Context: an optimization exercise on an open-source flow, tuned for small area, a short achievable clock period and few clock cycles. The choices shown serve that exercise and are no tape-out recipe. At most, simulation tests tie the RTL to the original design; equivalence was not proved. Only the layout flow was run in runs 4 to 6; the RTL was not checked for function there. No activity file was given, so power comes from the tool's default toggle rates.

==> design/flow/design.v <==
`default_nettype none
package cipm_pkg;
  localparam int NUM_CPUS  = 8;
  localparam int NUM_MODES = 4;
  localparam int CPU_IDX_W  = (NUM_CPUS > 1) ? $clog2(NUM_CPUS) : 1;
  localparam int MODE_IDX_W = (NUM_MODES > 1) ? $clog2(NUM_MODES) : 1;
  typedef enum logic [1:0] {
    CMD_ENTER   = 2'd0,
    CMD_EXIT    = 2'd1,
    CMD_DISABLE = 2'd2,
    CMD_ENABLE  = 2'd3
  } cmd_e;
  typedef enum logic [1:0] {
    KIND_PLAIN   = 2'd0,
    KIND_CLUSTER = 2'd1,
    KIND_SYSTEM  = 2'd2,
    KIND_OTHER   = 2'd3
  } kind_e;
  typedef enum logic [2:0] {
    REG_SIBLINGS      = 3'd0,
    REG_ENTRY_ALLOWED = 3'd1,
    REG_RESIDENCY     = 3'd2,
    REG_PSCI_CODE     = 3'd3,
    REG_KIND          = 3'd4,
    REG_ONLINE        = 3'd5,
    REG_CLUSTER_MAP   = 3'd6
  } cfg_reg_e;
  localparam logic [7:0] COUNT_MAX = 8'hFF;
  typedef struct packed {
    logic [31:0] mode_siblings;
    logic [31:0] mode_entry_allowed;
    logic [63:0] mode_residency;
    logic [63:0] mode_psci_code;
    logic [7:0]  mode_kind;
    logic [7:0]  online_mask;
    logic [15:0] cpu_cluster_map;
  } cfg_t;
  typedef struct packed {
    logic [1:0]  cmd;
    logic [2:0]  cpu;
    logic [31:0] base_index;
    logic [15:0] sleep_length;
    logic        cancel;
    logic [1:0]  mode_type;
    logic        system_refused;
  } req_t;
  typedef struct packed {
    logic [31:0] result_index;
    logic [3:0]  entered_modes;
    logic [3:0]  exited_modes;
    logic [7:0]  wake_cpus;
    logic        core_off;
    logic        core_on;
    logic        cluster_off;
    logic        cluster_on;
    logic [1:0]  cluster_number;
    logic        system_enter;
    logic        system_exit;
    logic        exit_cancelled;
  } rsp_t;
  function automatic logic ge16(input logic [15:0] a, input logic [15:0] b);
    logic [15:0] gt;
    logic [15:0] eq;
    gt = a & ~b;
    eq = ~(a ^ b);
    for (int w = 1; w < 16; w = w * 2) begin
      for (int i = 0; i < 16; i = i + 2 * w) begin
        gt[i] = gt[i + w] | (eq[i + w] & gt[i]);
        eq[i] = eq[i + w] & eq[i];
      end
    end
    ge16 = gt[0] | eq[0];
  endfunction
endpackage
`default_nettype wire
`default_nettype none
module cipm_cfg_regs (
  input  wire logic        clk,
  input  wire logic        rst,
  input  wire logic        cfg_valid,
  output logic             cfg_ready,
  input  wire logic [2:0]  cfg_index,
  input  wire logic [63:0] cfg_data,
  output cipm_pkg::cfg_t             regs
);
  logic [63:0] wdata;    
  logic [7:0]  wdata_on;   
  logic [6:0]  we;
  assign cfg_ready = 1'b1;
  assign wdata     = rst ? 64'd0 : cfg_data;
  assign wdata_on  = rst ? 8'hFF : cfg_data[7:0];
  always_comb begin
    for (int i = 0; i < 7; i++) begin
      we[i] = rst || (cfg_valid && (cfg_index == 3'(i)));
    end
  end
  always_ff @(posedge clk) begin
    if (we[cipm_pkg::REG_SIBLINGS])      regs.mode_siblings      <= wdata[31:0];
    if (we[cipm_pkg::REG_ENTRY_ALLOWED]) regs.mode_entry_allowed <= wdata[31:0];
    if (we[cipm_pkg::REG_RESIDENCY])     regs.mode_residency     <= wdata;
    if (we[cipm_pkg::REG_PSCI_CODE])     regs.mode_psci_code     <= wdata;
    if (we[cipm_pkg::REG_KIND])          regs.mode_kind          <= wdata[7:0];
    if (we[cipm_pkg::REG_ONLINE])        regs.online_mask        <= wdata_on;
    if (we[cipm_pkg::REG_CLUSTER_MAP])   regs.cpu_cluster_map    <= wdata[15:0];
  end
endmodule
`default_nettype wire
`default_nettype none
module cipm_engine (
  input  wire logic           clk,
  input  wire logic           rst,
  input  wire logic           req_valid,
  output logic                req_ready,
  input  cipm_pkg::req_t      req,
  input  cipm_pkg::cfg_t      regs,
  input  wire logic           res_wr,
  input  wire logic           out_ready,
  output logic                out_valid,
  output cipm_pkg::rsp_t      out_rsp
);
  localparam int NC = cipm_pkg::NUM_CPUS;
  localparam int NM = cipm_pkg::NUM_MODES;
  logic [NC-1:0]          cpu_down;
  logic [NC-1:0][15:0]    cpu_sleep;
  logic [NC-1:0][NM-1:0]  cpu_ge;
  logic [NM-1:0]          mode_down;
  logic [NM-1:0][7:0]     mode_count;
  logic                   rc_busy;    
  logic                   rc_load;    
  logic                   rc_cmp;     
  logic                   rc_wr;      
  logic [2:0]             rc_idx;
  logic [2:0]             rc_cidx;
  logic [2:0]             rc_widx;
  logic [15:0]            rc_sleep;
  logic                   a_valid;
  logic [2:0]             a_cpu;
  logic                   a_enter;
  logic                   a_exit;
  logic [NM-1:0]          a_ge;
  logic [NM-1:0]          a_ent;
  logic [NM-1:0]          a_ext;
  logic [NM-1:0]          a_dis;
  logic [NM-1:0]          a_ena;
  logic [1:0]             a_cluster;
  logic [31:0]            a_base;
  logic                   a_cancel;
  logic [NM-1:0][NC-1:0]  sib;
  logic [NM-1:0][NC-1:0]  need;       
  logic [NM-1:0]          kind_cl;
  logic [NM-1:0]          kind_sys;
  always_comb begin
    for (int m = 0; m < NM; m++) begin
      sib[m]      = regs.mode_siblings[8*m +: NC];
      need[m]     = regs.mode_siblings[8*m +: NC] & regs.online_mask[NC-1:0];
      kind_cl[m]  = (regs.mode_kind[2*m +: 2] == cipm_pkg::KIND_CLUSTER);
      kind_sys[m] = (regs.mode_kind[2*m +: 2] == cipm_pkg::KIND_SYSTEM);
    end
  end
  logic b_free;
  logic a_free;
  logic b_adv;
  logic accept;
  logic both_full;
  assign b_free    = !out_valid || out_ready;
  assign a_free    = !a_valid || b_free;
  assign b_adv     = a_valid && b_free;
  assign req_ready = !rc_busy && (out_ready || !both_full);
  assign accept    = req_valid && req_ready;
  always_ff @(posedge clk) begin
    if (rst) begin
      both_full <= 1'b0;
    end else begin
      both_full <= (a_free ? accept : a_valid) && (b_free ? a_valid : out_valid);
    end
  end
  logic [15:0]   cmp_sleep;
  logic [NM-1:0] cmp_ge;
  logic [NM-1:0] in_member;
  logic [NM-1:0] in_allowed;
  logic          in_online;
  logic          in_enter;
  logic          in_exit;
  logic          in_dis;
  logic          in_ena;
  logic [NM-1:0] in_ent;
  logic [NM-1:0] in_ext;
  logic [NM-1:0] in_dis_m;
  logic [NM-1:0] in_ena_m;
  assign cmp_sleep = rc_cmp ? rc_sleep : req.sleep_length;
  assign in_enter  = (req.cmd == cipm_pkg::CMD_ENTER);
  assign in_exit   = (req.cmd == cipm_pkg::CMD_EXIT);
  assign in_dis    = (req.cmd == cipm_pkg::CMD_DISABLE);
  assign in_ena    = (req.cmd == cipm_pkg::CMD_ENABLE);
  assign in_online = regs.online_mask[req.cpu];
  always_comb begin
    for (int m = 0; m < NM; m++) begin
      cmp_ge[m]     = cipm_pkg::ge16(cmp_sleep, regs.mode_residency[16*m +: 16]);
      in_member[m]  = regs.mode_siblings[8*m + req.cpu];
      in_allowed[m] = regs.mode_entry_allowed[8*m + req.cpu];
      in_ent[m]     = in_enter && in_member[m] && in_allowed[m]
                      && (cmp_ge[m] || !in_online)
                      && !(kind_sys[m] && req.system_refused);
      in_ext[m]     = in_exit && in_member[m];
      in_dis_m[m]   = in_dis && in_member[m] && (regs.mode_kind[2*m +: 2] == req.mode_type);
      in_ena_m[m]   = in_ena && in_member[m] && (regs.mode_kind[2*m +: 2] == req.mode_type);
    end
  end
  always_ff @(posedge clk) begin
    if (rst) begin
      a_valid <= 1'b0;
    end else if (a_free) begin
      a_valid <= accept;
    end
  end
  always_ff @(posedge clk) begin
    if (a_free) begin
      a_cpu     <= req.cpu;
      a_enter   <= in_enter;
      a_exit    <= in_exit;
      a_ge      <= cmp_ge;
      a_ent     <= in_ent;
      a_ext     <= in_ext;
      a_dis     <= in_dis_m;
      a_ena     <= in_ena_m;
      a_cluster <= regs.cpu_cluster_map[2*req.cpu +: 2];
      a_base    <= in_enter ? req.base_index : 32'd0;
      a_cancel  <= req.cancel;
    end
  end
  always_ff @(posedge clk) begin
    for (int c = 0; c < NC; c++) begin
      if (accept && in_enter && (req.cpu == c[2:0])) begin
        cpu_sleep[c] <= req.sleep_length;
      end
    end
  end
  logic [NC-1:0]  a_sel;
  logic [NM-1:0]  cnt_zero;
  logic [NM-1:0]  cnt_full;
  logic [NM-1:0]  entered;
  logic [NM-1:0]  exited;
  logic [NM-1:0]  woken;
  logic [NM-1:0]  sib_ok;
  logic [NM-1:0][7:0] count_next;
  cipm_pkg::rsp_t rsp_next;
  always_comb begin
    for (int c = 0; c < NC; c++) a_sel[c] = (a_cpu == c[2:0]);
    for (int m = 0; m < NM; m++) begin
      cnt_zero[m] = (mode_count[m] == 8'd0);
      cnt_full[m] = (mode_count[m] == cipm_pkg::COUNT_MAX);
      sib_ok[m] = 1'b1;
      for (int c = 0; c < NC; c++) begin
        if (need[m][c] && !a_sel[c] && !(cpu_down[c] && cpu_ge[c][m])) sib_ok[m] = 1'b0;
      end
      entered[m] = a_ent[m] && cnt_zero[m] && sib_ok[m];
      exited[m]  = a_ext[m] && mode_down[m];
      woken[m]   = a_dis[m] && cnt_zero[m];
      if (a_dis[m] && !cnt_full[m])      count_next[m] = mode_count[m] + 8'd1;
      else if (a_ena[m] && !cnt_zero[m]) count_next[m] = mode_count[m] - 8'd1;
      else                               count_next[m] = mode_count[m];
    end
    rsp_next = '0;
    rsp_next.result_index   = a_base;
    rsp_next.entered_modes  = entered;
    rsp_next.exited_modes   = exited;
    rsp_next.core_off       = a_enter;
    rsp_next.core_on        = a_exit;
    rsp_next.cluster_number = a_cluster;
    rsp_next.cluster_off    = |(entered & kind_cl);
    rsp_next.system_enter   = |(entered & kind_sys);
    rsp_next.cluster_on     = |(exited & kind_cl);
    rsp_next.system_exit    = |(exited & kind_sys);
    rsp_next.exit_cancelled = |(exited & kind_sys) && a_cancel;
    for (int m = 0; m < NM; m++) begin
      if (entered[m]) rsp_next.result_index[15:0] = rsp_next.result_index[15:0]
                                                    | regs.mode_psci_code[16*m +: 16];
      if (woken[m])   rsp_next.wake_cpus = rsp_next.wake_cpus | need[m];
    end
  end
  always_ff @(posedge clk) begin
    if (rst) begin
      out_valid  <= 1'b0;
      cpu_down   <= '0;
      mode_down  <= '0;
      mode_count <= '0;
    end else begin
      if (b_free) begin
        out_valid <= a_valid;
      end
      if (b_adv) begin
        if (a_enter) cpu_down <= cpu_down | a_sel;
        if (a_exit)  cpu_down <= cpu_down & ~a_sel;
        mode_down  <= (mode_down | entered) & ~exited;
        mode_count <= count_next;
      end
    end
  end
  always_ff @(posedge clk) begin
    if (b_free) begin
      out_rsp <= rsp_next;
    end
  end
  always_ff @(posedge clk) begin
    if (rst) begin
      rc_busy <= 1'b0;
      rc_load <= 1'b0;
      rc_cmp  <= 1'b0;
      rc_wr   <= 1'b0;
      rc_idx  <= '0;
    end else if (res_wr) begin
      rc_busy <= 1'b1;
      rc_load <= 1'b1;
      rc_cmp  <= 1'b0;
      rc_wr   <= 1'b0;
      rc_idx  <= '0;
    end else begin
      rc_busy <= rc_load;
      rc_cmp <= rc_load;
      rc_wr  <= rc_cmp;
      if (rc_load) begin
        rc_load <= (rc_idx != 3'(NC - 1));
        rc_idx  <= rc_idx + 3'd1;
      end
    end
  end
  always_ff @(posedge clk) begin
    rc_sleep <= cpu_sleep[rc_idx];
    rc_cidx  <= rc_idx;
    rc_widx  <= rc_cidx;
  end
  always_ff @(posedge clk) begin
    for (int c = 0; c < NC; c++) begin
      if ((rc_wr && (rc_widx == c[2:0])) || (b_adv && a_enter && a_sel[c])) begin
        cpu_ge[c] <= a_ge;
      end
    end
  end
endmodule
`default_nettype wire
`default_nettype none
module cpu_idle_power_mode_controller (
  input  wire logic        clk,
  input  wire logic        rst,
  input  wire logic        req_valid,
  output logic             req_ready,
  input  wire logic [1:0]  req_cmd,
  input  wire logic [2:0]  req_cpu,
  input  wire logic [31:0] req_base_index,
  input  wire logic [15:0] req_sleep_length,
  input  wire logic        req_cancel,
  input  wire logic [1:0]  req_mode_type,
  input  wire logic        req_system_refused,
  output logic             rsp_valid,
  input  wire logic        rsp_ready,
  output logic [31:0]      rsp_result_index,
  output logic [3:0]       rsp_entered_modes,
  output logic [3:0]       rsp_exited_modes,
  output logic [7:0]       rsp_wake_cpus,
  output logic             rsp_core_off,
  output logic             rsp_core_on,
  output logic             rsp_cluster_off,
  output logic             rsp_cluster_on,
  output logic [1:0]       rsp_cluster_number,
  output logic             rsp_system_enter,
  output logic             rsp_system_exit,
  output logic             rsp_exit_cancelled,
  input  wire logic        cfg_valid,
  output logic             cfg_ready,
  input  wire logic [2:0]  cfg_index,
  input  wire logic [63:0] cfg_data
);
  cipm_pkg::cfg_t regs;
  cipm_pkg::req_t req;
  logic out_valid;
  cipm_pkg::rsp_t out_rsp;
  logic res_wr;
  assign req.cmd            = req_cmd;
  assign req.cpu            = req_cpu;
  assign req.base_index     = req_base_index;
  assign req.sleep_length   = req_sleep_length;
  assign req.cancel         = req_cancel;
  assign req.mode_type      = req_mode_type;
  assign req.system_refused = req_system_refused;
  assign res_wr = cfg_valid && (cfg_index == cipm_pkg::REG_RESIDENCY);
  cipm_cfg_regs u_cfg_regs (
    .clk       (clk),
    .rst       (rst),
    .cfg_valid (cfg_valid),
    .cfg_ready (cfg_ready),
    .cfg_index (cfg_index),
    .cfg_data  (cfg_data),
    .regs      (regs)
  );
  cipm_engine u_engine (
    .clk       (clk),
    .rst       (rst),
    .req_valid (req_valid),
    .req_ready (req_ready),
    .req       (req),
    .regs      (regs),
    .res_wr    (res_wr),
    .out_ready (rsp_ready),
    .out_valid (out_valid),
    .out_rsp   (out_rsp)
  );
  assign rsp_valid          = out_valid;
  assign rsp_result_index   = out_rsp.result_index;
  assign rsp_entered_modes  = out_rsp.entered_modes;
  assign rsp_exited_modes   = out_rsp.exited_modes;
  assign rsp_wake_cpus      = out_rsp.wake_cpus;
  assign rsp_core_off       = out_rsp.core_off;
  assign rsp_core_on        = out_rsp.core_on;
  assign rsp_cluster_off    = out_rsp.cluster_off;
  assign rsp_cluster_on     = out_rsp.cluster_on;
  assign rsp_cluster_number = out_rsp.cluster_number;
  assign rsp_system_enter   = out_rsp.system_enter;
  assign rsp_system_exit    = out_rsp.system_exit;
  assign rsp_exit_cancelled = out_rsp.exit_cancelled;
endmodule
`default_nettype wire
==> design/flow/flow/run.sh <==
#!/bin/bash
# Layout flow: the standard flow, with the port buffers of buffer_ports made from
# sky130_fd_sc_hd__buf_1 instead of the cell buffer_ports picks by itself. The synthesis is the
# standard one, unchanged. Each step's full output goes to a log of its own in this folder.
set -euo pipefail
bash standard.sh synth > synth.log 2>&1
export BUFFER_PORTS_ARGS="-buffer_cell sky130_fd_sc_hd__buf_1"
bash standard.sh floorplan > floorplan.log 2>&1
bash standard.sh place > place.log 2>&1
bash standard.sh cts > cts.log 2>&1
bash standard.sh route > route.log 2>&1
bash standard.sh finish > finish.log 2>&1
==> design/flow/standard.sh <==
#!/bin/bash
# synth_recipe.tcl (not shown) runs the flow's synth.tcl, then flattens the netlist and writes it again
# the make line also repeats each setting of config.mk as NAME=value (left out here)
make -C /OpenROAD-flow-scripts/flow DESIGN_CONFIG=/design/flow/config.mk WORK_HOME=/design/flow/orfs CLKGATE_MAP_FILE= SYNTH_SCRIPT=/design/flow/synth_recipe.tcl "${@:-finish}"
==> design/flow/config.mk <==
export PLATFORM = sky130hd
export DESIGN_NAME = cpu_idle_power_mode_controller
export DESIGN_NICKNAME = cpu_idle_power_mode_controller
export VERILOG_FILES = /design/flow/design.v
export SDC_FILE = /design/flow/constraint.sdc
export NUM_CORES = 4
export LEC_CHECK = 0
export CAP_MARGIN = 20
export CORE_MARGIN = 2
export CORE_UTILIZATION = 65
export CTS_CLUSTER_DIAMETER = 80
export CTS_CLUSTER_SIZE = 25
export SETUP_SLACK_MARGIN = 3.2
export SLEW_MARGIN = 20
==> design/flow/constraint.sdc <==
create_clock -name core_clock -period 5.5 [get_ports {clk}]
set_input_delay 1.1000 -clock core_clock [delete_from_list [all_inputs] [get_ports {clk}]]
set_output_delay 1.1000 -clock core_clock [all_outputs]
set_load 0.01 [all_outputs]
==> results of run 1 <==
sequential cells by signal, summed over array words and instances, names as in the netlist, 16 cells and up, named ones only:
signal	cells
u_engine.a_base	32
u_engine.mode_count	32
u_engine.cpu_ge	32
u_engine.out_rsp	57
u_engine.rc_sleep	16
u_cfg_regs.regs	224
u_engine.cpu_sleep	128
synthesized netlist by cell type (all sizes together), types with 5 or more instances:
master / count / area [sq um]
nand3b: 9 / 92.6
a21boi: 8 / 60.1
edfxtp: 501 / 15000
dfxtp: 76 / 1520
a22oi: 20 / 150
a21oi: 63 / 323
inv: 84 / 315
nor3: 8 / 40.0
nor2b: 80 / 500
mux4: 54 / 1220
o221a: 7 / 78.8
o211ai: 12 / 90.1
xnor2: 28 / 245
nor2: 81 / 304
and3b: 5 / 43.8
a211oi: 17 / 128
mux2i: 22 / 220
o31ai: 5 / 37.5
and2: 43 / 269
o22ai: 9 / 56.3
buf: 27 / 163
o21ai: 12 / 60.1
clkbuf: 35 / 133
mux2: 39 / 439
xor2: 9 / 78.8
nand2b: 7 / 43.8
a21o: 20 / 150
nand2: 93 / 349
or4: 9 / 67.6
a222oi: 16 / 160
ha: 90 / 1130
nand3: 35 / 175
nand4: 43 / 282
or2: 8 / 50.1
o21bai: 6 / 45.0
critical path: stages:
cell and delay [ns]:
buf_12 0.09, inv_12 0.03, a21oi_4 0.14, buf_6 0.12
power groups by stage:
| stage | Clock, uW | Combinational [uW] | Sequential, uW |
|---|---|---|---|
| 2_1_floorplan | 0 | 486 | 5210 |
| 3_3_place_gp | 0 | 731 | 5250 |
| 5_1_grt | 2530 | 982 | 5170 |
| 3_5_place_dp | 0 | 753 | 5250 |
| 6_report | 2370 | 910 | 5150 |
| 4_1_cts | 2400 | 851 | 5150 |
metrics by stage:
stage / area [sq um] / total power (uW)
after global placement: 25900 / 5980
final: 28800 / 8430
after floorplan: 24900 / 5690
after global routing: 28800 / 8690
after detailed placement: 25900 / 6010
after CTS: 28100 / 8400
routing by layer:
metal  up-vias  global-route usage, %
li1       6668                      -
met1      7535                   41.6
met2       664                   53.3
met3       137                   5.45
met4         0                   11.5
met5         -                      0
worst min path at each step:
| stage | startpoint | end | slack [ns] | cells after the start |
|---|---|---|---|---|
| floorplan | u_engine.rc_cidx[0] | u_engine.rc_widx[0] | 0.31 | 0 |
| global placement | u_engine.rc_cidx[2] | u_engine.rc_widx[2] | 0.31 | 0 |
| detailed placement | u_engine.rc_cidx[1] | u_engine.rc_widx[1] | 0.31 | 0 |
| CTS | u_engine.rc_cidx[1] | u_engine.rc_widx[1] | 0.34 | 0 |
| global route | u_engine.rc_cidx[1] | u_engine.rc_widx[1] | 0.35 | 0 |
| finish | u_engine.rc_cidx[2] | u_engine.rc_widx[2] | 0.34 | 0 |
area by class of cell:
cell class | instances | area [sq um]
sequential | 577 | 16600
multi-input combinational | 892 | 8430
fill | 2115 | 7960
timing repair buffer | 296 | 1940
clock buffer | 45 | 796
tap | 468 | 586
inverter | 84 | 339
clock inverter | 7 | 70.1
timing repair inverter | 2 | 12.5
antenna | 1 | 2.50
timing repair:
action,CTS,global route
buffers inserted,57,32
endpoints found under the setup margin,518,130
cloned,8,1
pin swaps,61,68
gates resized for setup,160,101
cell usage in the layout (no fill, tap or decap), types with 15 or more instances in the layout:
| master | netlist | layout |
|---|---|---|
| a21o_1 | 20 | 20 |
| a21oi_1 | 61 | 42 |
| a21oi_2 | 2 | 17 |
| a222oi_1 | 16 | 16 |
| a22oi_1 | 20 | 20 |
| and2_1 | 43 | 42 |
| buf_1 | 6 | 170 |
| buf_12 | 0 | 17 |
| buf_4 | 4 | 78 |
| buf_6 | 4 | 20 |
| clkbuf_1 | 34 | 15 |
| clkbuf_16 | 0 | 30 |
| dfxtp_1 | 76 | 45 |
| dfxtp_4 | 0 | 18 |
| edfxtp_1 | 501 | 501 |
| ha_1 | 90 | 51 |
| ha_4 | 0 | 39 |
| inv_1 | 84 | 81 |
| mux2_2 | 39 | 28 |
| mux2i_1 | 22 | 19 |
| mux4_2 | 54 | 54 |
| nand2_1 | 93 | 85 |
| nand3_1 | 35 | 26 |
| nand4_1 | 41 | 41 |
| nor2_1 | 81 | 68 |
| nor2b_1 | 80 | 73 |
| xnor2_1 | 28 | 24 |
cell families (layout without fill, tap and decap cells):
| kind of cell | after synthesis | count (layout) | synth area share, % |
|---|---|---|---|
| and+or+nand+nor | 433 | 434 | 9.43 |
| DFF | 577 | 577 | 67.9 |
| buffers and inverters | 146 | 434 | 2.50 |
| AOI/OAI and AO/OA | 211 | 211 | 6.22 |
| other | 1 | 2 | 0.0154 |
| adders and majority gates | 94 | 94 | 4.94 |
| muxes | 115 | 115 | 7.68 |
| xor gates and xnor gates | 37 | 37 | 1.33 |
==> run summary, run 1 <==
* Status: timing/DRC/antenna clean
* Antenna violations before repair at 1
* Worst slew pin tran at 1.05 ns
* Fin Setup TNS at 0 ns
* Placed insts at 2221
* Max-cap violations at 0
* Final Util at 78.4%
* Tmin final at 2.58 ns
* Final Hold Vio Count at 0
* Nets at 2104
* Final ANT Viol Nets at 0
* Detailed Routing Iterations Pass 1 at 6
* Post-synthesis average cell area at 15.1 sq um
* Layout cells sized above 1 at 24.4%
* Setup WS post-layout at 2.92 ns
* Metal3 WL at 4860 um
* Combinational share of power at 10.8%
* Post-place setup slack at 1.64 ns
* Critical path destination: req_ready
* CP startpoint: rsp_ready
* Synth cell types at 59
* LEAKAGE at 0.0103 uW
* Clock group share of total power at 28.1%
* CTS max path bufs at 3
* Met2 WL post-DR at 31200 um
* Final wirelength at 62300 um
* DRC at 0
* Total grt overflow at 0
* Asr flop ratio synth at 0%
* Min-Delay Path Class: flip-flop to flip-flop
* R2R setup slack at 2.93 ns
* Worst skew pair latency at 0.61 ns
* Cell row count at 70
* Critical path peak fanout at 2
* Worst VDD drop at 0.311 mV
* P&R area growth vs syn at 18.1%
* Clk root buf: clkbuf_16
* Top FF cell, synth: edfxtp_1
* Die footprint at 39100 sq um
* Post-synth EDFFs at 501
* # IOs at 189
* IO Port Bufs at 187
* Die X-Extent at 198 um
* CTS Hold Bufs at 0
* Clock sinks at 577
* Routed wire length per instance at 26.2 um
* Post-route insts no fill at 2372
* Post-Synthesis Cells at 1614
* Via/cell ratio at 6.33
* Net Count, Synth at 1837
* Worst Path Required at 4.40 ns
* Vias at 15000
* Wl on met1 at 23600 um
* GPL Wtd Cong at 0.955
* Final slew viol count at 0
* Flop pwr share at 61.1%
* Crit path launch type: input pin
* First-pass GRT wire length at 89400 um
* Setup CP Type: input pin to primary output
* Fmax at 387 MHz
* Crit path DAT at 1.48 ns
* Switching portion of total power at 24.0%
* RSZ-0062 raised after global routing: true
* Internal power at 6410 uW
* R2R Path Start: u_engine.a_cpu[1]
* CTS Buf Count at 28
* RR Endpoint: u_engine.out_rsp[33]
* Seq/Total Area, Yosys at 67.9%
* Clock Skews at 0.0208 ns
* Number of H-tree levels at 1
* Clock slew at reported path FFs at 0.10 ns
* Post-DP HPWL at 39700 um
* Hold WS at 0.338 ns
* Warnings from Yosys at 2
* Pwr dens at 293 nW/um^2
* Cells on worst reg2reg path at 12
* Core Footprint at 36800 sq um
* NetSw at 2020 uW
* Maximum number of pins on one net before global-route repair at 65
* Initial DRC count at 1485
* Max-slew headroom at 30.0%
* Tcrit/Tclk final at 47.0%
* Total GRT Usage at 31.5%
* Synth Cell Area at 24400 sq um
* #FFs+latches synth at 577
* Critical path capture point type: primary output
* Die Height at 198 um
* Final setup viols at 0
* CTS tree: yes
* Initial Utilization at 66.3%
* Highest metal used: met4
* Vias in the first global route at 14700
Testbench counts, summed over its fixed seeds: cycles 21,366.
==> run 2, diff against run 1 <==
--- a/design/flow/config.mk
+++ b/design/flow/config.mk
@@ -8,7 +8,7 @@
 export CAP_MARGIN = 20
 export CORE_MARGIN = 2
 export CORE_UTILIZATION = 65
-export CTS_CLUSTER_DIAMETER = 80
-export CTS_CLUSTER_SIZE = 25
-export SETUP_SLACK_MARGIN = 3.2
+export CTS_CLUSTER_DIAMETER = 90
+export CTS_CLUSTER_SIZE = 30
+export SETUP_SLACK_MARGIN = 3.0
 export SLEW_MARGIN = 20
==> run 2 against run 1 <==
Sequential share of layout area rose by 2.4 points; area after synthesis did not move; die area did not move; hold slack improved by 0.0012 ns; synthesized cell count did not move; critical endpoint unchanged; highest routed layer unchanged.
==> run summary, run 2 <==
* Via/cell ratio at 6.28 (-0.68%)
* GPL Wtd Cong at 0.928 (-2.8%)
* Crit path launch type: input pin
* DRC at 0 (unchanged)
* First-pass GRT wire length at 85300 um (-4.6%)
* Post-Layout Inst Area at 27600 sq um (-4.2%)
* Number of H-tree levels at 1 (unchanged)
* Fmax at 386 MHz (-0.31%)
* Max-cap violations at 0 (unchanged)
* P&R area growth vs syn at 13.1%
* Worst VDD drop at 0.422 mV (+36%)
* Total grt overflow at 0 (unchanged)
* Clock sinks at 577 (unchanged)
* CTS Hold Bufs at 0 (unchanged)
* Min-Delay Path Depth at 0 (unchanged)
* Worst slew pin tran at 1.22 ns (+0.173 ns)
* #FFs+latches synth at 577 (unchanged)
* WP buf/inv at 3 (unchanged)
* # IOs at 189 (unchanged)
* Setup CP Type: input pin to primary output
* Die Height at 198 um (unchanged)
* R2R Path Start: u_engine.rc_cmp
* Final Hold Vio Count at 0 (unchanged)
* CP Cell Sequence: buf_12 -> inv_12 -> a21oi_4 -> buf_6
* Critical path depth at 4 (unchanged)
* RR Endpoint: u_engine.a_ent[3]
* Critical path destination: req_ready
* Max-slew headroom at 18.4% (-12 points)
* Commonest cells after routing, fill and taps aside: edfxtp_1, buf_1, nand2_1
* Post-synth top area cell: edfxtp_1
* Die footprint at 39100 sq um (unchanged)
* Final ANT Viol Nets at 0 (unchanged)
* Final slew viol count at 0 (unchanged)
* Clock Skews at 0.0299 ns (+0.00907 ns)
* Synth cell types at 59 (unchanged)
* Clk root buf: clkbuf_16
* Power Total at 8150 uW (-3.3%)
* Slowest-stage cell, CP: a21oi_4
* Clock slew at reported path FFs at 0.11 ns (about the same)
* R2R setup slack at 3.00 ns (+0.07 ns)
* Critical path capture point type: primary output
* Total GRT Usage at 29.9% (-1.6 points)
* Max FFs per register at 224 (unchanged)
* Biggest register: u_cfg_regs.regs
* Largest registers: u_cfg_regs.regs x224, u_engine.cpu_sleep x128, u_engine.out_rsp x57
* Critical path peak fanout at 2 (unchanged)
* Vias at 14500 (-3.1%)
* Post-DP HPWL at 40000 um (+0.74%)
* Asr flop ratio synth at 0% (unchanged)
* Seq/Total Area, Yosys at 67.9% (unchanged)
* Final setup viols at 0 (unchanged)
* Cell row count at 70 (unchanged)
* Crit path DAT at 1.49 ns (about the same)
* Worst Path Required at 4.40 ns (about the same)
* RSZ-0062 raised after global routing: true
* Maximum number of pins on one net before global-route repair at 65 (unchanged)
* Die X-Extent at 198 um (unchanged)
* LEAKAGE at 0.00984 uW (-4.2%)
* Synth Cell Area at 24400 sq um (unchanged)
* Initial DRC count at 1496 (+0.74%)
* Warnings from Yosys at 2 (unchanged)
* CTS Buf Count at 23 (-18%)
* Antenna violations before repair at 2 (+1)
* Status: timing/DRC/antenna clean
* Largest delay contributor family on the critical path: buffers and inverters
* Final wirelength at 58800 um (-5.5%)
* Count leader, synth: edfxtp_1
* Net Count, Synth at 1837 (unchanged)
* Initial Utilization at 66.3% (unchanged)
* Pwr dens at 295 nW/um^2 (+0.94%)
* Cells on worst reg2reg path at 10 (-2)
* Post-synth EDFFs at 501 (unchanged)
* Tcrit/Tclk final at 47.1% (+0.15 points)
* Commonest cells post-synth: edfxtp_1, nand2_1, ha_1
* Top post-synthesis cells by area: edfxtp_1, dfxtp_1, mux4_2, ha_1, nor2b_1
* Min-Delay Path Class: flip-flop to flip-flop
* Layout cells sized above 1 at 18.4% (-6.1 points)
* Routed wire length per instance at 25.4 um (-3.2%)
* Fillers at 2286 (+8.1%)
* Worst skew pair latency at 0.58 ns (-0.03 ns)
* Detailed Routing Iterations Pass 1 at 6 (unchanged)
* Nets at 2051 (-2.5%)
* CP startpoint: rsp_ready
* Post-Synthesis Cells at 1614 (unchanged)
* Core Footprint at 36800 sq um (unchanged)
* CTS max path bufs at 3 (unchanged)
* Commonest non-fill, non-tap cell in the layout: edfxtp_1
* CTS tree: yes
* IO Port Bufs at 187 (unchanged)
* Post-synthesis average cell area at 15.1 sq um (unchanged)
* Vias in the first global route at 14200 (-3.7%)
* Tmin final at 2.59 ns (+0.00806 ns)
* Placed inst area at 25900 sq um (about the same)
* Max stage delay on crit path at 0.14 ns (about the same)
* Fin Setup TNS at 0 ns (unchanged)
* Top cell type's share of synthesized area at 61.6% (unchanged)
* Hold_sp: u_engine.rc_cidx[1]
* Top FF cell, synth: edfxtp_1
-- run 2: cell types whose count changed in the layout (fill, tap and decap cells not counted), sizes merged --
cell and change:
nor2 -1, clkbuf -8, buf -45, clkinv -3
clkinvlp -2, bufinv +1
-- run 2: final cells by class --
type / instances / area, sq um / share of cell area [%]
Timing Repair Buffer: 250 / 1370 / 4.97
Sequential cell: 577 / 16600 / 60.2
Timing Repair inverter: 1 / 7.51 / 0.0272
Multi-Input combinational cell: 891 / 7990 / 29.0
Clock buffer: 38 / 642 / 2.33
Clock inverter: 4 / 58.8 / 0.213
Antenna cell: 1 / 2.50 / 0.00906
Inverter: 84 / 335 / 1.21
Tap cell: 468 / 586 / 2.12
-- run 2: through the flow --
step | utilization (%) | hold WS, ns | instances | setup WS, ns
after floorplan | - | 0.310 | 1614 | 2.56
after global placement | 70.3 | 0.311 | 2222 | 2.00
after detailed placement | 70.4 | 0.314 | 2223 | 1.94
after CTS | 73.5 | 0.340 | 2284 | 2.88
after global routing | 75.0 | 0.344 | 2313 | 2.87
final | 75.0 | 0.339 | 2314 | 2.91
-- run 2: report_power, final --
group	total (uW)	switching, uW	internal [uW]
sequential	5160	139	5020
clock	2140	1270	872
combinational	853	509	344
-- run 2: cell families (layout without fill, tap and decap cells) --
logic type | count (synthesis) | after routing | share of synthesized area (%)
flops | 577 | 577 | 67.9
simple gates | 433 | 433 | 9.43
compound gates | 211 | 211 | 6.22
buf+inv | 146 | 377 | 2.50
mux | 115 | 115 | 7.68
fa+ha+maj | 94 | 94 | 4.94
xor+xnor | 37 | 37 | 1.33
other cells | 1 | 2 | 0.0154
-- run 2: layer usage --
metal | track usage (%) | vias to the layer above | share of wire, %
met4 | 8.74 | 0 | 3.2
met5 | 0 | - | 0
met3 | 2.73 | 114 | 6.6
li1 | - | 6541 | -
met1 | 40.6 | 7254 | 39
met2 | 52.1 | 628 | 51
-- run 2: timing repair --
action                     in CTS  in global routing
resized for setup              64                 88
buffers inserted               18                 29
pin swaps                      16                 49
setup endpoints to repair     398                 49
gates cloned                    1                  0
-- run 2: how the worst min path moves through the flow --
stage                     endpoint  slack (ns)
2_1_floorplan  u_engine.rc_widx[0]        0.31
3_3_place_gp   u_engine.rc_widx[1]        0.31
3_5_place_dp   u_engine.rc_widx[2]        0.31
4_1_cts        u_engine.rc_widx[1]        0.34
5_1_grt        u_engine.rc_widx[2]        0.34
6_report       u_engine.rc_widx[1]        0.34
-- run 2: worst register-to-register path, delay by kind of cell (launching register included) --
kind | cells | cell delay, ns
buf+inv | 2 | 0.28
mux | 1 | 0.36
compound gates | 5 | 0.93
simple gates | 1 | 0.14
fa+ha+maj | 1 | 0.24
flops | 1 | 0.39
==> run 3, diff against run 2 <==
--- a/design/flow/config.mk
+++ b/design/flow/config.mk
@@ -7,8 +7,8 @@
 export LEC_CHECK = 0
 export CAP_MARGIN = 20
 export CORE_MARGIN = 2
-export CORE_UTILIZATION = 65
-export CTS_CLUSTER_DIAMETER = 90
-export CTS_CLUSTER_SIZE = 30
-export SETUP_SLACK_MARGIN = 3.0
+export CORE_UTILIZATION = 55
+export CTS_CLUSTER_DIAMETER = 80
+export CTS_CLUSTER_SIZE = 25
+export SETUP_SLACK_MARGIN = 2.8
 export SLEW_MARGIN = 20
==> run 3 against run 2 <==
Clock power rose by 33%; power rose by 7.3%; synthesized cell count unchanged; highest routed layer unchanged; sequential share of layout area rose by 0.40 points; combinational power down 12%; clock-buffer cell count up 5; fmax down 3.1%.
==> run summary, run 3 <==
* IO Port Bufs at 187 (unchanged)
* Warnings from Yosys at 2 (unchanged)
* Post-Layout Inst Area at 27400 sq um (-0.86%)
* Worst slew pin tran at 1.15 ns (-0.0746 ns)
* Net Count, Synth at 1837 (unchanged)
* Critical path capture point type: primary output
* Maximum number of pins on one net before global-route repair at 73 (+12%)
* Biggest register: u_cfg_regs.regs
* Initial Utilization at 55.4% (-11 points)
* Final wirelength at 58400 um (-0.79%)
* Number of H-tree levels at 2 (+1)
* Clock group share of total power at 32.4% (+6.1 points)
* Switching portion of total power at 23.7% (+0.18 points)
* Vias in the first global route at 13800 (-2.3%)
* Combinational share of power at 8.6% (-1.9 points)
* Busiest layer in global routing: met2
* Commonest cells after routing, fill and taps aside: edfxtp_1, buf_1, nand2_1
* Tmin final at 2.67 ns (+0.0833 ns)
* Crit path launch type: input pin
* Worst VDD drop at 0.308 mV (-27%)
* P&R area growth vs syn at 12.1%
* Status: timing/DRC/antenna clean
* Layout cells sized above 1 at 14.7% (-3.7 points)
* Seq/Total Area, Yosys at 67.9% (unchanged)
* Antenna violations before repair at 1 (-1)
* Nets at 2032 (-0.93%)
* Clk root buf: clkbuf_16
* Die X-Extent at 215 um (+8.5%)
* Tcrit/Tclk final at 48.6% (+1.5 points)
* CTS tree: yes
* Fin Setup TNS at 0 ns (unchanged)
* Commonest non-fill, non-tap cell in the layout: edfxtp_1
* LEAKAGE at 0.00982 uW (-0.29%)
* Initial DRC count at 1139 (-24%)
* Die footprint at 46100 sq um (+18%)
* Vias at 14200 (-2.2%)
* Detailed Routing Iterations Pass 1 at 6 (unchanged)
* Clock slew at reported path FFs at 0.08 ns (-0.03 ns)
* #FFs+latches synth at 577 (unchanged)
* Cell row count at 77 (+10%)
* Synth cell types at 59 (unchanged)
* Reg area at 16600 sq um (-0.20%)
* Max FFs per register at 224 (unchanged)
* Post-synth EDFFs at 501 (unchanged)
* Post-synthesis average cell area at 15.1 sq um (unchanged)
* Post-DP HPWL at 40900 um (+2.3%)
* Met2 usage at 43.0% (-9.1 points)
* Post-route insts no fill at 2423 (+4.7%)
* Final Hold Vio Count at 0 (unchanged)
* Total grt overflow at 0 (unchanged)
* Max-cap violations at 0 (unchanged)
* R2R Path Start: u_engine.rc_cmp
* Max-slew headroom at 23.4% (+5.0 points)
* Placed inst area at 26000 sq um (+0.39%)
* GPL Wtd Cong at 0.954 (+2.8%)
* CTS max path bufs at 3 (unchanged)
* Fmax at 374 MHz (-3.1%)
* # IOs at 189 (unchanged)
* Post-synth top area cell: edfxtp_1
* RSZ-0062 raised after global routing: true
* Fillers at 3391 (+48%)
* Global routing usage on met3 at 2.89% (+0.17 points)
* Final setup viols at 0 (unchanged)
* Core Footprint at 44000 sq um (+20%)
* Largest registers: u_cfg_regs.regs x224, u_engine.cpu_sleep x128, u_engine.out_rsp x57
* Antenna cells at 0 (-1)
* Top post-synthesis cells by area: edfxtp_1, dfxtp_1, mux4_2, ha_1, nor2b_1
* Commonest cells post-synth: edfxtp_1, nand2_1, ha_1
* Final ANT Viol Nets at 0 (unchanged)
* Internal power at 6680 uW (+7.1%)
* Synth Cell Area at 24400 sq um (unchanged)
* Crit path DAT at 1.57 ns (+0.08 ns)
* Hold_sp: u_engine.rc_cidx[0]
* Placed insts at 2357 (+6.0%)
* Setup WS post-layout at 2.83 ns (-0.0833 ns)
* Final slew viol count at 0 (unchanged)
* Pwr dens at 320 nW/um^2 (+8.3%)
* DRC at 0 (unchanged)
* Routed wire length per instance at 24.1 um (-5.2%)
* NetSw at 2070 uW (+8.1%)
* Cells on worst reg2reg path at 8 (-2)
* Asr flop ratio synth at 0% (unchanged)
* Via/cell ratio at 5.87 (-6.6%)
* Count leader, synth: edfxtp_1
* Critical path peak fanout at 3 (+1)
* Clock sinks at 577 (unchanged)
* CTS Buf Count at 34 (+48%)
* Flop pwr share at 59.0% (-4.3 points)
* Clock Skews at 0.0216 ns (-0.00836 ns)
* Setup CP Type: input pin to primary output
* Min-Delay Path Class: flip-flop to flip-flop
* R2R setup slack at 2.91 ns (-0.09 ns)
* Top FF cell, synth: edfxtp_1
* Min-Delay Path Depth at 0 (unchanged)
* First-pass GRT wire length at 86700 um (+1.6%)
* RR Endpoint: u_engine.a_ent[2]
* Area of the multi-input gates at 7550 sq um (-5.5%)
* Die Height at 215 um (+8.5%)
* Worst Path Required at 4.40 ns (about the same)
* Top cell type's share of synthesized area at 61.6% (unchanged)
* Post-place setup slack at 1.82 ns (-0.121 ns)
* Worst skew pair latency at 0.57 ns (about the same)
* Total GRT Usage at 25.5% (-4.4 points)
* Post-Synthesis Cells at 1614 (unchanged)
* Hold Crit Endpoint: u_engine.rc_widx[0]
* Met1 usage at 34.8% (-5.8 points)
## run 3: changes by cell type in the layout (fill, tap and decap cells not counted), sizes merged
cell,delta
diode,-1
clkinvlp,+3
clkbuf,+12
buf,-37
inv,+4
clkinv,+3
bufinv,+1
## run 3: cells by family (layout without fill, tap and decap cells)
logic type      Yosys count  count (layout)  synth area share, %
flops                   577             577                 67.9
buf+inv                 146             363                 2.50
mux                     115             115                 7.68
compound gates          211             211                 6.22
fa+ha+maj                94              94                 4.94
other cells               1               1               0.0154
xor+xnor                 37              37                 1.33
simple gates            433             433                 9.43
## run 3: how the worst max path moves through the flow
stage,depth (start not counted),to,start
detailed placement,5,u_cfg_regs.regs[131],rst
global route,9,u_engine.a_ent[2],req_sleep_length[3]
global placement,4,u_cfg_regs.regs[32],rst
CTS,9,u_engine.a_ent[2],req_sleep_length[4]
finish,4,req_ready,rsp_ready
floorplan,5,u_engine.cpu_sleep[32],rsp_ready
## run 3: power by group through the flow
stage	logic [uW]	clock network, uW	registers, uW
floorplan	469	0	5210
global placement	724	0	5260
detailed placement	737	0	5260
CTS	745	2900	5160
global route	832	3030	5180
finish	750	2840	5160
## run 3: through the flow
step                      hold slack, ns  util, %  power (uW)
after detailed placement           0.314     59.0        6000
after floorplan                    0.310        -        5670
after CTS                          0.333     61.9        8800
after global routing               0.336     62.2        9040
after global placement             0.311     59.0        5980
final                              0.332     62.2        8750
## run 3: cell type report
type,count,area share [%]
inverter,84,1.22
sequential,577,60.6
tap,592,2.71
multi-input combinational,891,27.6
clock buffer,43,3.50
timing repair buffer,220,3.72
clock inverter,15,0.686
timing repair inverter,1,0.0183
## run 3: repair_timing
| item | 4_1_cts | 5_1_grt |
|---|---|---|
| hold buffers | 0 | 0 |
| gates cloned | 0 | 1 |
| pin swaps | 2 | 6 |
| setup endpoints to repair | 239 | 146 |
| buffers inserted | 5 | 2 |
| resized for setup | 13 | 35 |
## run 3: per-layer routing
metal	up-vias	share of wire (%)
met2	425	49
met1	7158	42
met3	107	5.1
met4	0	3.4
li1	6521	-
met5	-	0
## run 3: critical path, stage by stage
cell and delay [ns]:
buf_4 0.14, inv_8 0.03, a21oi_4 0.14, buf_4 0.16
==> run 4, diff against run 3 <==
--- a/design/flow/design.v
+++ b/design/flow/design.v
@@ -71,6 +71,22 @@
     end
     ge16 = gt[0] | eq[0];
   endfunction
+  function automatic logic [7:0] inc8(input logic [7:0] x);
+    logic carry;
+    carry = 1'b1;
+    for (int i = 0; i < 8; i++) begin
+      inc8[i] = x[i] ^ carry;
+      carry   = carry & x[i];
+    end
+  endfunction
+  function automatic logic [7:0] dec8(input logic [7:0] x);
+    logic borrow;
+    borrow = 1'b1;
+    for (int i = 0; i < 8; i++) begin
+      dec8[i] = x[i] ^ borrow;
+      borrow  = borrow & !x[i];
+    end
+  endfunction
 endpackage
 `default_nettype wire
 `default_nettype none
@@ -256,8 +272,8 @@
       entered[m] = a_ent[m] && cnt_zero[m] && sib_ok[m];
       exited[m]  = a_ext[m] && mode_down[m];
       woken[m]   = a_dis[m] && cnt_zero[m];
-      if (a_dis[m] && !cnt_full[m])      count_next[m] = mode_count[m] + 8'd1;
-      else if (a_ena[m] && !cnt_zero[m]) count_next[m] = mode_count[m] - 8'd1;
+      if (a_dis[m] && !cnt_full[m])      count_next[m] = cipm_pkg::inc8(mode_count[m]);
+      else if (a_ena[m] && !cnt_zero[m]) count_next[m] = cipm_pkg::dec8(mode_count[m]);
       else                               count_next[m] = mode_count[m];
     end
     rsp_next = '0;
--- a/design/flow/config.mk
+++ b/design/flow/config.mk
@@ -7,8 +7,8 @@
 export LEC_CHECK = 0
 export CAP_MARGIN = 20
 export CORE_MARGIN = 2
-export CORE_UTILIZATION = 55
+export CORE_UTILIZATION = 65
 export CTS_CLUSTER_DIAMETER = 80
 export CTS_CLUSTER_SIZE = 25
-export SETUP_SLACK_MARGIN = 2.8
+export SETUP_SLACK_MARGIN = 3.0
 export SLEW_MARGIN = 20
==> run 4 against run 3 <==
Non-clock buffer count increased by 7; combinational power increased by 9.7%; highest routed layer unchanged; sequential cell count unchanged.
==> run summary, run 4 <==
* Status: timing/DRC/antenna clean
* Clock sinks at 577 (unchanged)
* Worst VDD drop at 0.303 mV (-1.5%)
* Critical path peak fanout at 64 (+61)
* # IOs at 189 (unchanged)
* Antenna cells at 0 (unchanged)
* Initial Utilization at 65.8% (+10 points)
* Commonest cells post-synth: edfxtp_1, nor2_1, nand2_1
* Clock slew at reported path FFs at 0.09 ns (about the same)
* NetSw at 1970 uW (-4.9%)
* Clock Skews at 0.0213 ns (-0.000289 ns)
* Top cell type's share of synthesized area at 62.7% (+1.1 points)
* Post-synthesis average cell area at 14.9 sq um (-1.3%)
* Final wirelength at 58100 um (-0.45%)
* Antenna violations before repair at 2 (+1)
* Tcrit/Tclk final at 48.2% (-0.42 points)
* CTS tree: yes
* RSZ-0062 raised after global routing: true
* Total GRT Usage at 29.8% (+4.3 points)
* Cell row count at 70 (-9.1%)
* Biggest register: u_cfg_regs.regs
* Mux contribution to synthesized area at 7.30% (-0.39 points)
* Switching portion of total power at 23.7% (-0.042 points)
* CTS Buf Count at 28 (-18%)
* Max-slew headroom at 24.3% (+0.84 points)
* Die X-Extent at 196 um (-8.6%)
* Vias at 14400 (+1.1%)
* Setup CP Type: input pin to flip-flop
* Internal power at 6360 uW (-4.7%)
* CTS Hold Bufs at 0 (unchanged)
* Seq/Total Area, Yosys at 69.1% (+1.2 points)
* Number of H-tree levels at 1 (-1)
* Critical path capture point type: flip-flop
* Top FF cell, synth: edfxtp_1
* Final Hold Vio Count at 0 (unchanged)
* Post-synthesis xor/xnor area fraction at 1.57% (+0.24 points)
* Largest family of logic cells by synthesized area: simple AND/OR/NAND/NOR gates
* Final slew viol count at 0 (unchanged)
* First-pass GRT wire length at 84200 um (-2.8%)
* Worst Path Required at 5.72 ns (+1.32 ns)
* Layout cells sized above 1 at 17.1% (+2.4 points)
* Maximum number of pins on one net before global-route repair at 65 (-11%)
* Clk root buf: clkbuf_16
* Initial DRC count at 1409 (+24%)
* Crit path launch type: input pin
* Core Footprint at 36400 sq um (-17%)
* GPL Wtd Cong at 0.940 (-1.5%)
* Min-Delay Path Class: flip-flop to flip-flop
* Max-cap violations at 0 (unchanged)
* #FFs+latches synth at 577 (unchanged)
* Post-DP HPWL at 38400 um (-6.1%)
* Net Count, Synth at 1802 (-1.9%)
* Power Total at 8340 uW (-4.7%)
* Worst skew pair latency at 0.60 ns (+0.03 ns)
* Synth Cell Area at 24000 sq um (-1.7%)
* Tmin final at 2.65 ns (-0.0233 ns)
* Final ANT Viol Nets at 0 (unchanged)
* Count leader, synth: edfxtp_1
* Post-route insts no fill at 2292 (-5.4%)
* Pwr dens at 306 nW/um^2 (-4.3%)
* Die Height at 196 um (-8.6%)
* Final setup viols at 0 (unchanged)
* Post-synth EDFFs at 501 (unchanged)
* Worst slew pin tran at 1.13 ns (-0.0126 ns)
* Asr flop ratio synth at 0% (unchanged)
* Fin Setup TNS at 0 ns (unchanged)
* Vias in the first global route at 13800 (-0.45%)
* Post-synthesis adder-cell area fraction at 3.44% (-1.5 points)
* Commonest cells after routing, fill and taps aside: edfxtp_1, buf_1, nand2_1
* Warnings from Yosys at 2 (unchanged)
* Detailed Routing Iterations Pass 1 at 7 (+1)
* Flop pwr share at 62.0% (+3.0 points)
* Die footprint at 38500 sq um (-17%)
* Clock group share of total power at 28.1% (-4.3 points)
* Fmax at 377 MHz (+0.88%)
* Routed wire length per instance at 25.3 um (+5.2%)
* Post-synth top area cell: edfxtp_1
* IO Port Bufs at 187 (unchanged)
* Via/cell ratio at 6.27 (+6.8%)
* Post-Synthesis Cells at 1607 (-0.43%)
* P&R area growth vs syn at 13.6%
* Combinational share of power at 9.9% (+1.3 points)
* Placed insts at 2213 (-6.1%)
* LEAKAGE at 0.00941 uW (-4.2%)
* Final Util at 74.8% (+13 points)
* Largest registers: u_cfg_regs.regs x224, u_engine.cpu_sleep x128, u_engine.out_rsp x57
* Top post-synthesis cells by area: edfxtp_1, dfxtp_1, mux4_2, ha_1, nor2b_1
* Commonest non-fill, non-tap cell in the layout: edfxtp_1
* Synth Area in Compound Gates at 5.15% (-1.1 points)
* DRC at 0 (unchanged)
* Crit path DAT at 2.87 ns (+1.30 ns)
* R2R setup slack at 2.91 ns (about the same)
* Max FFs per register at 224 (unchanged)
* Total grt overflow at 0 (unchanged)
* Synth cell types at 64 (+8.5%)
* Nets at 1997 (-1.7%)
* Simple-gate share of the synthesized area at 10.8% (+1.3 points)
* CTS max path bufs at 3 (unchanged)
## run 4: changes by cell type after synthesis, sizes merged, moves of 16 or more
cell	change
a21oi	-30
nor2	+26
o21ai	+25
xor2	+25
ha	-24
nand3	-24
xnor2	-19
a21o	-18
nor3	+18
a211oi	-16
a222oi	-16
## run 4: cell type report
type                    count  area (sq um)
inverters                  86           333
multi-input cells         881          7670
repair inverters            1          7.51
fillers                  2222          9180
clock inverters             5          58.8
well taps                 468           586
clock buffers              47           793
repair buffers            227          1230
flip-flops and latches    577         16600
## run 4: per-stage QoR
step                      instance area [sq um]  hold WS, ns  setup slack (ns)
after CTS                                 26700        0.336              2.87
after detailed placement                  25500        0.314              2.07
after floorplan                           24500        0.310              2.39
after global placement                    25500        0.312              2.08
final                                     27300        0.334              2.85
after global routing                      27300        0.350              2.76
## run 4: cells by family after synthesis
kind of cell    count (synthesis)
fa+ha+maj                      66
mux                           103
other cells                     1
buf+inv                       149
compound gates                178
xor+xnor                       43
simple gates                  490
flops                         577
## run 4: final timing paths
check | startpoint | endpoint | cells past startpoint
setup / recovery | rst | u_cfg_regs.regs[35] | 3
hold / removal | u_engine.rc_cidx[2] | u_engine.rc_widx[2] | 0
setup reg to reg | u_engine.rc_cmp | u_engine.a_ent[3] | 10
hold reg to reg | u_engine.rc_cidx[2] | u_engine.rc_widx[2] | 0
## run 4: timing repair
item	CTS	global route
endpoints found under the setup margin	189	274
gates cloned	1	0
endpoints found under the hold margin	0	0
buffers inserted	10	16
pin swaps	17	36
gates resized for setup	55	78
## run 4: per-layer routing
metal / wire (um) / track usage [%] / vias to the layer above
li1: - / - / 6428
met1: 22300 / 40.2 / 7167
met2: 29500 / 51.2 / 656
met3: 4150 / 3.06 / 112
met4: 2170 / 10.4 / 0
met5: 0 / 0 / -
## run 4: power groups by stage
stage | logic (uW) | registers, uW | clock network [uW]
after floorplan | 452 | 5210 | 0
after CTS | 740 | 5170 | 2380
after global placement | 683 | 5260 | 0
final | 823 | 5170 | 2340
after global routing | 887 | 5190 | 2510
after detailed placement | 703 | 5270 | 0
## run 4: critical path, cell delays in order
cell      delay, ns
clkbuf_4       0.36
buf_4          0.48
a31o_4         0.75
==> run 5, diff against run 4 <==
--- a/design/flow/config.mk
+++ b/design/flow/config.mk
@@ -11,4 +11,4 @@
 export CTS_CLUSTER_DIAMETER = 80
 export CTS_CLUSTER_SIZE = 25
 export SETUP_SLACK_MARGIN = 3.0
-export SLEW_MARGIN = 20
+export SLEW_MARGIN = 70
==> run 5 against run 4 <==
Register-to-register slack better by 0.06 ns; clock power hardly changed; fmax is 2.8% higher; die area stayed put; combinational power is 2% higher; sequential share of layout area is 0.84 points lower; design area is 1.4% higher; synthesized cell count stayed put; setup slack better by 0.072 ns; via count is 0.40% higher.
==> run summary, run 5 <==
* Max-cap violations at 0 (unchanged)
* Setup CP Type: input pin to primary output
* Worst VDD drop at 0.281 mV (-7.4%)
* # IOs at 189 (unchanged)
* Min-Delay Path Class: flip-flop to flip-flop
* Final wirelength at 58200 um (+0.22%)
* Clk root buf: clkbuf_16
* Asr flop ratio synth at 0% (unchanged)
* #FFs+latches synth at 577 (unchanged)
* Clock sinks at 577 (unchanged)
* Seq/Total Area, Yosys at 69.1% (unchanged)
* Die Height at 196 um (unchanged)
* Total grt overflow at 0 (unchanged)
* GPL Wtd Cong at 0.940 (unchanged)
* Cell row count at 70 (unchanged)
* Via/cell ratio at 6.23 (-0.56%)
* Top post-synthesis cells by area: edfxtp_1, dfxtp_1, mux4_2, ha_1, nor2b_1
* Critical path peak fanout at 2 (-97%)
* P&R area growth vs syn at 15.3%
* Count leader, synth: edfxtp_1
* Post-synth EDFFs at 501 (unchanged)
* Pwr dens at 303 nW/um^2 (-0.91%)
* Final setup viols at 0 (unchanged)
* Number of H-tree levels at 1 (unchanged)
* CTS max path bufs at 3 (unchanged)
* Detailed Routing Iterations Pass 1 at 5 (-2)
* RSZ-0062 raised after global routing: true
* Crit path DAT at 1.48 ns (-1.39 ns)
* Status: timing/DRC/antenna clean
* CTS tree: yes
* Critical path capture point type: primary output
* LEAKAGE at 0.00963 uW (+2.4%)
* DRC at 0 (unchanged)
* Post-synth top area cell: edfxtp_1
* Clock Skews at 0.0255 ns (+0.00426 ns)
* Synth Cell Area at 24000 sq um (unchanged)
* Worst Path Required at 4.40 ns (-1.32 ns)
* Max FFs per register at 224 (unchanged)
* Final Hold Vio Count at 0 (unchanged)
* Vias at 14400 (+0.40%)
* IO Port Bufs at 187 (unchanged)
* Slowest-stage cell, CP: buf_2
* Post-synthesis average cell area at 14.9 sq um (unchanged)
* Final slew viol count at 0 (unchanged)
* Fmax at 388 MHz (+2.8%)
* CTS Buf Count at 28 (unchanged)
* Tmin final at 2.58 ns (-0.0723 ns)
* Vias in the first global route at 14000 (+1.8%)
* Clock slew at reported path FFs at 0.09 ns (about the same)
* Worst skew pair latency at 0.61 ns (about the same)
* Commonest cells post-synth: edfxtp_1, nor2_1, nand2_1
* Final Util at 75.9% (+1.1 points)
* Max stage delay on crit path at 0.15 ns (-0.60 ns)
* Largest registers: u_cfg_regs.regs x224, u_engine.cpu_sleep x128, u_engine.out_rsp x57
* Top cell type's share of synthesized area at 62.7% (unchanged)
* Antenna violations before repair at 1 (-1)
* Warnings from Yosys at 2 (unchanged)
* Placed insts at 2246 (+1.5%)
* Maximum number of pins on one net before global-route repair at 43 (-34%)
* Tcrit/Tclk final at 46.9% (-1.3 points)
* Final ANT Viol Nets at 0 (unchanged)
* Nets at 2018 (+1.1%)
* Post-route insts no fill at 2314 (+0.96%)
* Post-DP HPWL at 40600 um (+5.6%)
* Synth cell types at 64 (unchanged)
* Die footprint at 38500 sq um (unchanged)
* Layout cells sized above 1 at 19.7% (+2.6 points)
* Biggest register: u_cfg_regs.regs
* Routed wire length per instance at 25.2 um (-0.73%)
* Initial Utilization at 65.8% (unchanged)
* Post-Synthesis Cells at 1607 (unchanged)
* Fin Setup TNS at 0 ns (unchanged)
* Total GRT Usage at 30.0% (+0.29 points)
* Initial DRC count at 1133 (-20%)
* Core Footprint at 36400 sq um (unchanged)
* Crit path launch type: input pin
* Commonest non-fill, non-tap cell in the layout: edfxtp_1
* Die X-Extent at 196 um (unchanged)
* Top FF cell, synth: edfxtp_1
* Net Count, Synth at 1802 (unchanged)
* First-pass GRT wire length at 84600 um (+0.43%)
* CP Cell Sequence: buf_8 -> inv_2 -> a21oi_2 -> buf_2
* Commonest cells after routing, fill and taps aside: edfxtp_1, buf_1, nand2_1
run 5: cell counts after synthesis:
Identical to the previous run, type by type.
run 5: repair_timing:
item	in CTS	in global routing
pin swaps	13	20
hold buffers	0	0
resized for setup	48	49
setup endpoints to repair	19	57
setup buffers	5	8
run 5: worst max-delay path, delay by kind of cell:
kind	cells	cell delay, ns
AOI/OAI and AO/OA	1	0.13
buffers and inverters	3	0.25
run 5: final cells by class:
class,count,area (sq um)
Antenna cell,1,2.50
Clock buffer,48,807
Clock inverter,4,53.8
Fill cell,2213,8790
Inverter,86,330
Multi-Input combinational cell,881,7800
Sequential cell,577,16600
Tap cell,468,586
Timing Repair Buffer,249,1480
run 5: logic make-up after synthesis:
kind of cell | Yosys count | share of synthesized area, %
XOR/XNOR | 43 | 1.57
buffers and inverters | 149 | 2.69
flip-flops | 577 | 69.1
adder cells (fa/ha/maj) | 66 | 3.44
AO/OA/AOI/OAI | 178 | 5.15
other | 1 | 0.0156
multiplexers | 103 | 7.30
AND/OR/NAND/NOR | 490 | 10.8
run 5: routing by layer:
metal  wire length [um]  up-vias  track usage, %  share of wire, %
met5                  0        -               0                 0
met4               2530        0            11.5               4.3
met3               4380      139            4.78               7.5
met2              29100      629            50.7                50
met1              22200     7187            39.9                38
li1                   -     6465               -                 -
run 5: final timing paths:
| kind | cells after the start | end | slack [ns] | from |
|---|---|---|---|---|
| hold / removal | 0 | u_engine.rc_widx[2] | 0.33 | u_engine.rc_cidx[2] |
| setup / recovery | 4 | req_ready | 2.92 | rsp_ready |
| hold reg to reg | 0 | u_engine.rc_widx[2] | 0.33 | u_engine.rc_cidx[2] |
| setup reg to reg | 9 | u_engine.a_ent[0] | 2.97 | u_engine.rc_cmp |
run 5: power by group:
group / switching, uW / internal (uW) / total [uW] / leakage [uW]
Sequential: 144 / 5020 / 5170 / 0.00563
Clock: 1340 / 1030 / 2370 / 0.000414
Combinational: 498 / 340 / 838 / 0.00359
Total: 1990 / 6390 / 8380 / 0.00963
run 5: per-stage QoR:
stage	hold slack (ns)	instance area, sq um	total power, uW	setup WS (ns)
after floorplan	0.310	24500	5670	2.39
after global placement	0.312	25500	5950	2.08
after detailed placement	0.317	26100	6000	2.11
after CTS	0.338	27200	8340	2.92
after global routing	0.351	27600	8630	2.91
final	0.335	27600	8380	2.92
==> run 6, diff against run 5 <==
--- a/design/flow/config.mk
+++ b/design/flow/config.mk
@@ -5,7 +5,7 @@
 export SDC_FILE = /design/flow/constraint.sdc
 export NUM_CORES = 4
 export LEC_CHECK = 0
-export CAP_MARGIN = 20
+export CAP_MARGIN = 50
 export CORE_MARGIN = 2
 export CORE_UTILIZATION = 65
 export CTS_CLUSTER_DIAMETER = 80
==> run 6 against run 5 <==
Still clean on timing, DRC and antenna; clock-buffer cell count did not move; core utilization did not move; sequential power about the same; setup slack is the same; register-to-register slack hardly changed; clock power hardly changed; fmax unchanged; cell count is the same.
==> run summary, run 6 <==
* Status: timing/DRC/antenna clean
* Critical path capture point type: primary output
* Flop pwr share at 61.7% (about the same)
* DRC at 0 (unchanged)
* Post-Synthesis Cells at 1607 (unchanged)
* Die Height at 196 um (unchanged)
* Worst skew pair latency at 0.61 ns (about the same)
* Post-route insts no fill at 2314 (unchanged)
* CTS Hold Bufs at 0 (unchanged)
* Nets at 2018 (unchanged)
* CTS tree: yes
* Largest registers: u_cfg_regs.regs x224, u_engine.cpu_sleep x128, u_engine.out_rsp x57
* Top FF cell, synth: edfxtp_1
* Worst VDD drop at 0.281 mV (unchanged)
* Commonest non-fill, non-tap cell in the layout: edfxtp_1
* Switching portion of total power at 23.7% (unchanged)
* Count leader, synth: edfxtp_1
* # IOs at 189 (unchanged)
* Final slew viol count at 0 (unchanged)
* Number of H-tree levels at 1 (unchanged)
* Setup WS post-layout at 2.92 ns (unchanged)
* Power Total at 8380 uW (unchanged)
* Initial DRC count at 1133 (unchanged)
* Asr flop ratio synth at 0% (unchanged)
* Post-synth EDFFs at 501 (unchanged)
* Tmin final at 2.58 ns (unchanged)
* Post-synth top area cell: edfxtp_1
* Die footprint at 38500 sq um (unchanged)
* Critical path peak fanout at 2 (unchanged)
* Final ANT Viol Nets at 0 (unchanged)
* First-pass GRT wire length at 84600 um (unchanged)
* Initial Utilization at 65.8% (unchanged)
* Via/cell ratio at 6.23 (unchanged)
* Clock group share of total power at 28.3% (about the same)
* Total grt overflow at 0 (unchanged)
* Vias in the first global route at 14000 (unchanged)
* Post-DP HPWL at 40600 um (unchanged)
* Warnings from Yosys at 2 (unchanged)
* Crit path DAT at 1.48 ns (about the same)
* Top post-synthesis cells by area: edfxtp_1, dfxtp_1, mux4_2, ha_1, nor2b_1
* Commonest cells after routing, fill and taps aside: edfxtp_1, buf_1, nand2_1
* Final setup viols at 0 (unchanged)
* Fillers at 2213 (unchanged)
* Top cell type's share of synthesized area at 62.7% (unchanged)
* Cell row count at 70 (unchanged)
* CTS Buf Count at 28 (unchanged)
* Net Count, Synth at 1802 (unchanged)
* Antenna violations before repair at 1 (unchanged)
* IO Port Bufs at 187 (unchanged)
* Post-synthesis average cell area at 14.9 sq um (unchanged)
* Tcrit/Tclk final at 46.9% (unchanged)
* Fmax at 388 MHz (unchanged)
* RSZ-0062 raised after global routing: true
* Die X-Extent at 196 um (unchanged)
* GPL Wtd Cong at 0.940 (unchanged)
* Setup CP Type: input pin to primary output
* Combinational share of power at 10.0% (about the same)
* Hold WS at 0.335 ns (unchanged)
* Fin Setup TNS at 0 ns (unchanged)
* Commonest cells post-synth: edfxtp_1, nor2_1, nand2_1
* Pwr dens at 303 nW/um^2 (unchanged)
* NetSw at 1990 uW (unchanged)
* LEAKAGE at 0.00963 uW (unchanged)
* Maximum number of pins on one net before global-route repair at 43 (unchanged)
* Max FFs per register at 224 (unchanged)
* Crit path launch type: input pin
* Total GRT Usage at 30.0% (unchanged)
* Internal power at 6390 uW (unchanged)
* Clock Skews at 0.0255 ns (unchanged)
* Routed wire length per instance at 25.2 um (unchanged)
* Final wirelength at 58200 um (unchanged)
* Placed insts at 2246 (unchanged)
* Synth cell types at 64 (unchanged)
* Vias at 14400 (unchanged)
* Min-Delay Path Class: flip-flop to flip-flop
* Max-cap violations at 0 (unchanged)
* Post-place setup slack at 2.11 ns (unchanged)
* Detailed Routing Iterations Pass 1 at 5 (unchanged)
* Synth Cell Area at 24000 sq um (unchanged)
* Worst Path Required at 4.40 ns (about the same)
* #FFs+latches synth at 577 (unchanged)
* CTS max path bufs at 3 (unchanged)
* Seq/Total Area, Yosys at 69.1% (unchanged)
* Clock slew at reported path FFs at 0.09 ns (about the same)
* P&R area growth vs syn at 15.3% (unchanged)
* Clk root buf: clkbuf_16
* Core Footprint at 36400 sq um (unchanged)
* Clock sinks at 577 (unchanged)
* Layout cells sized above 1 at 19.7% (unchanged)
* Final Hold Vio Count at 0 (unchanged)
* Biggest register: u_cfg_regs.regs
==> run 6: path summary, 6_finish.rpt <==
kind                       start                  end  slack (ns)  depth (start not counted)
min          u_engine.rc_cidx[2]  u_engine.rc_widx[2]        0.33                          0
max reg2reg      u_engine.rc_cmp    u_engine.a_ent[0]        2.97                          9
max                    rsp_ready            req_ready        2.92                          4
min reg2reg  u_engine.rc_cidx[2]  u_engine.rc_widx[2]        0.33                          0
==> run 6: logic make-up after synthesis <==
group | Yosys count | share of synthesized area [%]
multiplexers | 103 | 7.30
buffers and inverters | 149 | 2.69
AO/OA/AOI/OAI | 178 | 5.15
AND/OR/NAND/NOR | 490 | 10.8
flip-flops | 577 | 69.1
adder cells (fa/ha/maj) | 66 | 3.44
other | 1 | 0.0156
XOR/XNOR | 43 | 1.57
==> run 6: power groups by stage <==
stage	clock network [uW]	logic [uW]	registers [uW]
floorplan	0	452	5210
global placement	0	683	5260
detailed placement	0	739	5260
CTS	2400	771	5160
global route	2550	903	5180
finish	2370	838	5170
==> run 6: per-layer routing <==
| metal | up-vias | wire (um) | GRT usage [%] |
|---|---|---|---|
| li1 | 6465 | - | - |
| met3 | 139 | 4380 | 4.78 |
| met5 | - | 0 | 0 |
| met1 | 7187 | 22200 | 39.9 |
| met2 | 629 | 29100 | 50.7 |
| met4 | 0 | 2530 | 11.5 |
==> run 6: area by class of cell <==
type                            count  area, sq um  area share (%)
Antenna cell                        1         2.50         0.00905
Inverter                           86          330            1.19
Timing Repair Buffer              249         1480            5.36
Clock inverter                      4         53.8           0.195
Sequential cell                   577        16600            60.0
Multi-Input combinational cell    881         7800            28.2
Clock buffer                       48          807            2.92
Tap cell                          468          586            2.12
==> run 6: what timing repair did <==
action	4_1_cts	5_1_grt
cloned	0	0
buffers inserted	5	8
setup endpoints to repair	19	57
gates resized for setup	48	49
pin swaps	13	20
==> run 6: critical path, cell delays in order <==
cell and delay (ns):
buf_8 0.07, inv_2 0.03, a21oi_2 0.13, buf_2 0.15
==> run 6: metrics by stage <==
stage	util, %	area (sq um)
floorplan	-	24500
global placement	70.0	25500
detailed placement	71.7	26100
CTS	74.7	27200
global route	75.9	27600
finish	75.9	27600

static timing again, ports no longer ideal:
Ports are ideal in the flow. The routed layouts listed here were re-timed in OpenROAD.
Step 1, drivers: a clkbuf_16 drives clk and a buf_2 each remaining input, both assumed.
Step 2 times the ports against the registers' clock, not the clock port: input delays grow and output delays shrink by t, the midpoint of the rising clock arrivals with the driver on.
a / b / c = no drivers / after step 1 / after step 2; a / b = the first two.
run | t, ns | setup WS [ns] | worst setup path at the end | clock arrival spread, ns | pins driven straight from the clock port
run 1 | 0.656 | 2.917 / 2.851 / 2.410 | input to register | 0.024 / 0.024 | 1
run 2 | 0.625 | 2.909 / 2.847 / 2.296 | input to register | 0.031 / 0.031 | 1
run 3 | 0.625 | 2.825 / 2.800 / 2.243 | input to register | 0.024 / 0.024 | 1
run 4 | 0.645 | 2.849 / 2.865 / 2.235 | input to register | 0.022 / 0.023 | 1
run 5 | 0.654 | 2.921 / 2.868 / 2.301 | input to register | 0.026 / 0.026 | 1
run 6 | 0.654 | 2.921 / 2.868 / 2.301 | input to register | 0.026 / 0.026 | 1
After both steps setup and hold are still met in every run listed.
